What follows belongs to an exercise in optimizing a design on an open flow for small area and a short achievable clock period; a production flow would make more cautious choices.
In this exercise RTL edits were held to simulation tests only and were not proved equivalent to the original.
Power is estimated from default activity; no workload was simulated.

File: config.mk
export PLATFORM = sky130hd
export DESIGN_NAME = core_top
export DESIGN_NICKNAME = core_top
export VERILOG_FILES = /design/flow/design.v
export SDC_FILE = /design/flow/constraint.sdc
export NUM_CORES = 4
export LEC_CHECK = 0
export CAP_MARGIN = 40
export CORE_MARGIN = 2
export CORE_UTILIZATION = 40
export SLEW_MARGIN = 40
File: constraint.sdc
create_clock -name core_clock -period 8.0 [get_ports {clk}]
set_input_delay 1.6000 -clock core_clock [delete_from_list [all_inputs] [get_ports {clk}]]
set_output_delay 1.6000 -clock core_clock [all_outputs]
set_load 0.01 [all_outputs]
File: design.v
package rv_pkg;
    localparam int xlen       = 32;     
    localparam int reg_addr_w = 5;      
    localparam int num_regs   = 32;     
    localparam int pc_step    = 4;      
    localparam logic [6:0] f7_base = 7'b0000000;
    localparam logic [6:0] f7_alt  = 7'b0100000;     
    localparam logic [2:0] f3_add = 3'b000;     
    localparam logic [2:0] f3_sll = 3'b001;
    localparam logic [2:0] f3_sr  = 3'b101;     
    typedef logic [xlen-1:0]       xlen_t;
    typedef logic [reg_addr_w-1:0] reg_idx_t;
    typedef enum logic [6:0] {
        op_reg   = 7'b0110011,     
        op_imm   = 7'b0010011,     
        op_lui   = 7'b0110111,
        op_auipc = 7'b0010111
    } opcode_e;
    typedef enum logic [3:0] {
        alu_and    = 4'b0000,
        alu_or     = 4'b0001,
        alu_add    = 4'b0010,
        alu_sll    = 4'b0011,
        alu_slt    = 4'b0100,
        alu_sltu   = 4'b0101,
        alu_sub    = 4'b0110,
        alu_xor    = 4'b0111,
        alu_srl    = 4'b1000,
        alu_sra    = 4'b1010,
        alu_pass_b = 4'b1111      
    } alu_op_e;
    typedef struct packed {
        logic     valid;        
        reg_idx_t rd;
        reg_idx_t rs1;
        reg_idx_t rs2;
        alu_op_e  alu_op;
        logic     src1_pc;      
        logic     src2_imm;     
        xlen_t    rs1_data;
        xlen_t    rs2_data;
        xlen_t    imm;          
        xlen_t    pc;
    } id_ex_t;
    typedef struct packed {
        logic     en;
        reg_idx_t rd;
        xlen_t    data;
    } wb_t;
endpackage
`timescale 1ns/1ns
module alu (
    input  rv_pkg::alu_op_e op,
    input  rv_pkg::xlen_t   a,
    input  rv_pkg::xlen_t   b,
    output rv_pkg::xlen_t   result
);
    logic [4:0] shamt;     
    assign shamt = b[4:0];
    always_comb begin
        case (op)
            rv_pkg::alu_add: begin
                result = a + b;
            end
            rv_pkg::alu_sub: begin
                result = a - b;
            end
            rv_pkg::alu_and: begin
                result = a & b;
            end
            rv_pkg::alu_or: begin
                result = a | b;
            end
            rv_pkg::alu_xor: begin
                result = a ^ b;
            end
            rv_pkg::alu_sll: begin
                result = a << shamt;
            end
            rv_pkg::alu_srl: begin
                result = a >> shamt;     
            end
            rv_pkg::alu_sra: begin
                result = $signed(a) >>> shamt;        
            end
            rv_pkg::alu_slt: begin
                result = {31'b0, $signed(a) < $signed(b)};
            end
            rv_pkg::alu_sltu: begin
                result = {31'b0, a < b};
            end
            rv_pkg::alu_pass_b: begin
                result = b;     
            end
            default: begin
                result = '0;
            end
        endcase
    end
endmodule
`timescale 1ns/1ns
module fetch_decode (
    input  logic     clk,
    input  logic     rst,
    input  rv_pkg::xlen_t    prg_data,     
    input  rv_pkg::xlen_t    rs1_data,     
    input  rv_pkg::xlen_t    rs2_data,
    output rv_pkg::xlen_t    pc,
    output rv_pkg::reg_idx_t rs1,          
    output rv_pkg::reg_idx_t rs2,
    output rv_pkg::id_ex_t   id_ex         
);
    rv_pkg::xlen_t      inst;        
    rv_pkg::xlen_t      inst_pc;     
    logic [6:0] opcode;
    logic [2:0] funct3;
    logic [6:0] funct7;
    rv_pkg::reg_idx_t   rd;
    rv_pkg::xlen_t      imm_i;
    rv_pkg::xlen_t      imm_u;
    logic       legal;       
    rv_pkg::id_ex_t     id_ex_d;
    function automatic rv_pkg::alu_op_e f3_to_op(input logic [2:0] f3, input logic alt);
        rv_pkg::alu_op_e op;
        case (f3)
            3'b000:  op = alt ? rv_pkg::alu_sub : rv_pkg::alu_add;
            3'b001:  op = rv_pkg::alu_sll;
            3'b010:  op = rv_pkg::alu_slt;
            3'b011:  op = rv_pkg::alu_sltu;
            3'b100:  op = rv_pkg::alu_xor;
            3'b101:  op = alt ? rv_pkg::alu_sra : rv_pkg::alu_srl;
            3'b110:  op = rv_pkg::alu_or;
            default: op = rv_pkg::alu_and;
        endcase
        f3_to_op = op;
    endfunction
    always_ff @(posedge clk or negedge rst) begin
        if (!rst) begin
            pc      <= '0;
            inst    <= '0;     
            inst_pc <= '0;
        end else begin
            pc      <= pc + rv_pkg::xlen_t'(rv_pkg::pc_step);     
            inst    <= prg_data;
            inst_pc <= pc;
        end
    end
    assign opcode = inst[6:0];
    assign rd     = inst[11:7];
    assign funct3 = inst[14:12];
    assign funct7 = inst[31:25];
    assign rs1    = inst[19:15];
    assign rs2    = inst[24:20];
    assign imm_i = {{20{inst[31]}}, inst[31:20]};     
    assign imm_u = {inst[31:12], 12'b0};
    always_comb begin
        legal            = 1'b0;
        id_ex_d          = '0;
        id_ex_d.rd       = rd;
        id_ex_d.rs1      = rs1;
        id_ex_d.rs2      = rs2;
        id_ex_d.rs1_data = rs1_data;
        id_ex_d.rs2_data = rs2_data;
        id_ex_d.pc       = inst_pc;
        case (opcode)
            rv_pkg::op_reg: begin
                id_ex_d.alu_op = f3_to_op(funct3, funct7[5]);
                legal = (funct7 == rv_pkg::f7_base) ||
                        (funct7 == rv_pkg::f7_alt && (funct3 == rv_pkg::f3_add || funct3 == rv_pkg::f3_sr));
            end
            rv_pkg::op_imm: begin
                id_ex_d.src2_imm = 1'b1;
                id_ex_d.imm      = imm_i;
                id_ex_d.alu_op = f3_to_op(funct3, (funct3 == rv_pkg::f3_sr) && funct7[5]);
                case (funct3)
                    rv_pkg::f3_sll:  legal = (funct7 == rv_pkg::f7_base);
                    rv_pkg::f3_sr:   legal = (funct7 == rv_pkg::f7_base) || (funct7 == rv_pkg::f7_alt);
                    default: legal = 1'b1;
                endcase
            end
            rv_pkg::op_lui: begin
                id_ex_d.src2_imm = 1'b1;
                id_ex_d.imm      = imm_u;
                id_ex_d.alu_op   = rv_pkg::alu_pass_b;
                legal            = 1'b1;
            end
            rv_pkg::op_auipc: begin
                id_ex_d.src1_pc  = 1'b1;     
                id_ex_d.src2_imm = 1'b1;
                id_ex_d.imm      = imm_u;
                id_ex_d.alu_op   = rv_pkg::alu_add;
                legal            = 1'b1;
            end
            default: legal = 1'b0;     
        endcase
        id_ex_d.valid = legal && (rd != '0);     
    end
    always_ff @(posedge clk or negedge rst) begin
        if (!rst) begin
            id_ex <= '0;
        end else begin
            id_ex <= id_ex_d;
        end
    end
endmodule
`timescale 1ns/1ns
module reg_file (
    input  logic     clk,
    input  logic     rst,
    input  rv_pkg::reg_idx_t rs1,
    input  rv_pkg::reg_idx_t rs2,
    input  rv_pkg::wb_t      wb,           
    output rv_pkg::xlen_t    rs1_data,
    output rv_pkg::xlen_t    rs2_data
);
    rv_pkg::xlen_t regs [rv_pkg::num_regs];
    function automatic rv_pkg::xlen_t read_port(input rv_pkg::reg_idx_t idx, input rv_pkg::wb_t wr, input rv_pkg::xlen_t stored);
        if (idx == '0) read_port = '0;
        else if (wr.en && wr.rd == idx) read_port = wr.data;
        else read_port = stored;
    endfunction
    always_ff @(posedge clk or negedge rst) begin
        if (!rst) begin
            for (int i = 0; i < rv_pkg::num_regs; i++) begin
                regs[i] <= '0;
            end
        end else if (wb.en) begin
            regs[wb.rd] <= wb.data;     
        end
    end
    assign rs1_data = read_port(rs1, wb, regs[rs1]);
    assign rs2_data = read_port(rs2, wb, regs[rs2]);
endmodule
`timescale 1ns/1ns
module execute (
    input  logic   clk,
    input  logic   rst,
    input  rv_pkg::id_ex_t id_ex,     
    output rv_pkg::wb_t    wb         
);
    rv_pkg::wb_t   mem_q;        
    rv_pkg::wb_t   wb_q;         
    rv_pkg::xlen_t src1_val;     
    rv_pkg::xlen_t src2_val;     
    rv_pkg::xlen_t op_a;
    rv_pkg::xlen_t op_b;
    rv_pkg::xlen_t alu_res;
    function automatic rv_pkg::xlen_t fwd(input rv_pkg::reg_idx_t src, input rv_pkg::xlen_t reg_val,
                                  input rv_pkg::wb_t mem_s, input rv_pkg::wb_t wb_s);
        if (mem_s.en && mem_s.rd == src) fwd = mem_s.data;
        else if (wb_s.en && wb_s.rd == src) fwd = wb_s.data;
        else fwd = reg_val;
    endfunction
    assign src1_val = fwd(id_ex.rs1, id_ex.rs1_data, mem_q, wb_q);
    assign src2_val = fwd(id_ex.rs2, id_ex.rs2_data, mem_q, wb_q);
    assign op_a = id_ex.src1_pc  ? id_ex.pc  : src1_val;     
    assign op_b = id_ex.src2_imm ? id_ex.imm : src2_val;
    alu u_alu (
        .op     (id_ex.alu_op),
        .a      (op_a),
        .b      (op_b),
        .result (alu_res)
    );
    always_ff @(posedge clk or negedge rst) begin
        if (!rst) begin
            mem_q <= '0;
            wb_q  <= '0;
        end else begin
            mem_q.en   <= id_ex.valid;
            mem_q.rd   <= id_ex.rd;
            mem_q.data <= alu_res;
            wb_q       <= mem_q;
        end
    end
    assign wb = wb_q;     
endmodule
`timescale 1ns/1ns
module core_top (
    input  logic  clk,
    input  logic  rst,
    input  rv_pkg::xlen_t prg_data,     
    output rv_pkg::xlen_t pc,
    output rv_pkg::wb_t   wb            
);
    rv_pkg::reg_idx_t rs1;
    rv_pkg::reg_idx_t rs2;
    rv_pkg::xlen_t    rs1_data;
    rv_pkg::xlen_t    rs2_data;
    rv_pkg::id_ex_t   id_ex;
    fetch_decode u_fetch_decode (
        .clk      (clk),
        .rst      (rst),
        .prg_data (prg_data),
        .rs1_data (rs1_data),
        .rs2_data (rs2_data),
        .pc       (pc),
        .rs1      (rs1),
        .rs2      (rs2),
        .id_ex    (id_ex)
    );
    reg_file u_reg_file (
        .clk      (clk),
        .rst      (rst),
        .rs1      (rs1),
        .rs2      (rs2),
        .wb       (wb),
        .rs1_data (rs1_data),
        .rs2_data (rs2_data)
    );
    execute u_execute (
        .clk   (clk),
        .rst   (rst),
        .id_ex (id_ex),
        .wb    (wb)
    );
endmodule
File: run.sh
#!/bin/bash
# synth_recipe.tcl (not shown) runs the flow's synth.tcl, then flattens the netlist and writes it again
# the make line also repeats each setting of config.mk as NAME=value (left out here)
make -C /OpenROAD-flow-scripts/flow DESIGN_CONFIG=/design/flow/config.mk WORK_HOME=/design/flow/orfs CLKGATE_MAP_FILE= SYNTH_SCRIPT=/design/flow/synth_recipe.tcl finish
==> metrics.yaml <==
sta:
  clock_skew_ps: 43.1
  slew_viol_final: 0
  rsz0062_at_grt: "no"
  hold_viol_final: 0
  period_minus_slack_ps: 6850
  setup_viol: 0
  fmax_ghz: 0.146
  worstMarginPinSlew_ps: 1060
  setup_tns_ps: 0
  fin_crit_sh: 0.857
  slew_headroom: 0.291
clock_network:
  cts.sinks: 1308
  cts_max_level: 4
  root_buffer: "clkbuf_16"
  clockBufferDepth: 3
  postCtsHoldBufs: 0
  cts_setup_buffers: 0
  path_clk_slew_ps: 70
  postCtsResizedCells: 0
  insertion_delay_ps: 830
  cts_tree: "yes"
  cts_made_buffers: 143
route:
  routedWlPerCell_um: 39.4
  vias_per_cell: 7.36
  dr.pass1.iters: 13
  detail-route-antenna-nets: 0
  drt_iter0_markers: 11400
  num_vias: 61400
  totalWireLength_um: 329000
  drcViolationCount: 0
synthesis:
  yosysTopAreaCell: "dfrtp_1"
  yosys_most_used_dff: "dfrtp_1"
  synthDistinctLibCells: 86
  yosysWarnings: 5
  synth-seq-cells: 1308
  ys_top_cells_by_count: "dfrtp_1 (1308), mux2_2 (1019), a22oi_1 (530), clkbuf_1 (471), nor2_1 (323)"
  synth_edf_count: 0
  seq_area_frac_synth: 0.477
  synthTopCellsByArea: "dfrtp_1 (48%), mux2_2 (17%), a22oi_1 (5.8%)"
  synth_top_area_frac: 0.477
  synthMostInstantiatedCell: "dfrtp_1"
  async_flop_share: 1.00
  syn_inst: 6130
  syn_area_mm2: 0.0686
  syn_avg_cell_area_um2: 11.2
worst_setup_path:
  cp_top_family: "simple AND/OR/NAND/NOR gates"
  cp-end-kind: "flop"
  cp_max_fo: 28
  crit_arrival_ps: 7530
  critPathBufInv: 2
  cp.required_ps: 8680
  worstPathCellList: "xor2_1, or4_4, nor2_8, buf_4, mux2i_1, a221o_1, inv_1, ha_1, and2_1, o311ai_0, nand4_1, nand3_1, o311ai_0, a221oi_1, nor2_1, nor3_1, a21oi_1, nor2_1, or4_1"
  cp-start-kind: "flop"
  crit_slowest_cell: "dfrtp_1"
  slowest_delay_ps: 830
  reg2reg_slack_ps: 1150
  path_class: "flop to flop"
floorplanning:
  core_mm2: 0.170
  dieWidth_um: 418
  die_h_um: 418
  pin_count: 104
  num_rows: 151
  die_area_mm2: 0.175
  initial_utilization: 0.404
power:
  pwr-share-clk: 0.476
  p_sw_frac: 0.255
  irDropWorstVdd_uv: 248
  power.switching_mw: 3.78
  leakage_nw: 35.7
  internal-power_mw: 11.1
  p_per_area_mw_per_mm2: 190
  power_frac_comb: 0.069
  seqPwrFrac: 0.455
finish:
  num-fill-cells: 15400
  layout.cells.non_filler: 8349
  final_layout_size_suffix_gt1_frac: 0.270
  regArea_mm2: 0.0327
  multi_input_area_mm2: 0.0341
  area_growth_syn_to_layout_pct: 14.0
  final_net_count: 6142
grt:
  grt_usage: 0.366
  grt_pass1_wl_um: 456000
  grt-ovfl-total: 0
  antenna_found_initial: 15
  grt_start_max_net_pins: 147
  grt_pass1_vias: 58300
job:
  maxCapViolCount: 0
placement:
  dp_hpwl_um: 196000
  io_buffers: 101
  gp_congestion: 1.03
  dp.cells: 8071
outcome:
  status: "finished clean"
worst_hold_path:
  hold_class: "flop to flop"
[final timing paths]
check                                                          from                                  end  cells after the start
worst min-delay path            u_fetch_decode.inst_pc[6]$_DFF_PN0_    u_fetch_decode.id_ex[6]$_DFF_PN0_                      0
worst min register to register  u_fetch_decode.inst_pc[6]$_DFF_PN0_    u_fetch_decode.id_ex[6]$_DFF_PN0_                      0
max in group asynchronous                                       rst        u_execute.mem_q[26]$_DFF_PN0_                      4
worst max-delay path                   u_execute.wb_q[32]$_DFF_PN0_        u_execute.mem_q[28]$_DFF_PN0_                     19
worst max register to register         u_execute.wb_q[32]$_DFF_PN0_        u_execute.mem_q[28]$_DFF_PN0_                     19
min in group asynchronous                                       rst  u_reg_file.regs[20][15]$_DFFE_PN0P_                      1
[stage by stage]
stage               total power [mW]  utilization  area, um^2  worst slack [ps]  hold WS (ps)
floorplan                       7.29            -       68600              2780           331
global placement                7.83        0.427       72500              1470           333
detailed placement              7.84        0.430       73000              1340           335
CTS                             14.8        0.459       77900              1340           334
global route                    15.2        0.460       78100               930           339
finish                          14.8        0.460       78200              1150           330
[layout make-up]
class / instances / area share
inverters: 116 / 0.00557
flip-flops and latches: 1308 / 0.419
multi-input cells: 4111 / 0.436
clock inverters: 45 / 0.00834
repair buffers: 323 / 0.0407
clock buffers: 214 / 0.0549
diodes: 14 / 0.000448
well taps: 2218 / 0.0355
[worst register-to-register path, delay by kind of cell (launching register included)]
family                   cells  cell delay [ps]
AO/OA/AOI/OAI                5             1920
AND/OR/NAND/NOR              9             2390
XOR/XNOR                     1              200
multiplexers                 1              280
flip-flops                   1              830
adder cells (fa/ha/maj)      1              460
buffers and inverters        2              640
[power by group through the flow]
stage               clock (mW)  combinational, mW  sequential, mW
floorplan                    0              0.458            6.83
global placement             0              0.961            6.87
detailed placement           0              0.970            6.87
CTS                       7.08              0.974            6.75
global route              7.35               1.06            6.76
finish                    7.06               1.02            6.76
[sequential cells by signal, summed over array words and instances, names as in the netlist]
name                    count
u_reg_file.regs           992
u_fetch_decode.id_ex      148
u_execute.mem_q            38
u_execute.wb_q             38
u_fetch_decode.inst        32
u_fetch_decode.inst_pc     30
u_fetch_decode.pc          30
[metal layers]
| layer | routed length [um] | vias up | global-route usage |
|---|---|---|---|
| met5 | 126 | - | 0.00222 |
| met4 | 26800 | 20 | 0.247 |
| met3 | 46300 | 1637 | 0.148 |
| met2 | 135000 | 5429 | 0.516 |
| met1 | 120000 | 31100 | 0.458 |
| li1 | - | 23300 | - |
[logic make-up (layout without fill, tap and decap cells)]
| logic type | Yosys count | after routing | synth area share |
|---|---|---|---|
| AO/OA/AOI/OAI | 1688 | 1688 | 0.185 |
| multiplexers | 1201 | 1201 | 0.194 |
| other | 1 | 16 | 0.0000547 |
| flip-flops | 1308 | 1308 | 0.477 |
| adder cells (fa/ha/maj) | 105 | 105 | 0.0194 |
| XOR/XNOR | 73 | 73 | 0.00932 |
| buffers and inverters | 712 | 698 | 0.0404 |
| AND/OR/NAND/NOR | 1042 | 1042 | 0.0748 |
[cells in the final DEF (no fill, tap or decap), types with 27 or more instances in the layout]
cell	count
a221o_1	27
clkbuf_8	38
nand2_1	132
nand3_1	132
a21o_1	33
clkdlybuf4s50_1	100
nor3_1	79
o21ai_0	149
a222oi_1	64
o221ai_1	30
mux2_2	1019
nor2_4	74
a221oi_1	252
ha_1	103
o211ai_1	27
clkbuf_1	30
dfrtp_1	1300
a22o_1	163
clkbuf_16	146
buf_6	30
a22oi_1	530
nor2_1	247
a21oi_1	201
buf_4	166
inv_1	111
mux2i_1	179
a211oi_1	47
nand4_1	150
xnor2_1	49

## afterwards: timing with drivers on the ports
How much do the figures lean on ideal ports? The routed layout below was timed once more, with nothing changed but the port constraints. Step 1 (the two cells are an assumption about what drives the block):
set clk [get_ports {clk}]
set_driving_cell -lib_cell sky130_fd_sc_hd__clkbuf_16 $clk
set_driving_cell -lib_cell sky130_fd_sc_hd__buf_2 [delete_from_list [all_inputs] $clk]
Step 2 times the ports against the registers' clock, not the clock port: input delays grow and output delays shrink by t, the midpoint of the rising clock arrivals with the driver on. Slacks: no drivers / after step 1 / after step 2; pairs: no drivers / after step 1.
shift t [ns]: 0.887
slack for setup (ns): 1.147 / 1.147 / 1.147
worst hold slack (ns): 0.330 / 0.330 / 0.330
worst setup path at the end: register to register
cell pins on the clock port's net: 1
After both steps this run still meets setup and hold. For this run, drivers alone change the setup slack by 0.000 ns; drivers and shift together by 0.000 ns.
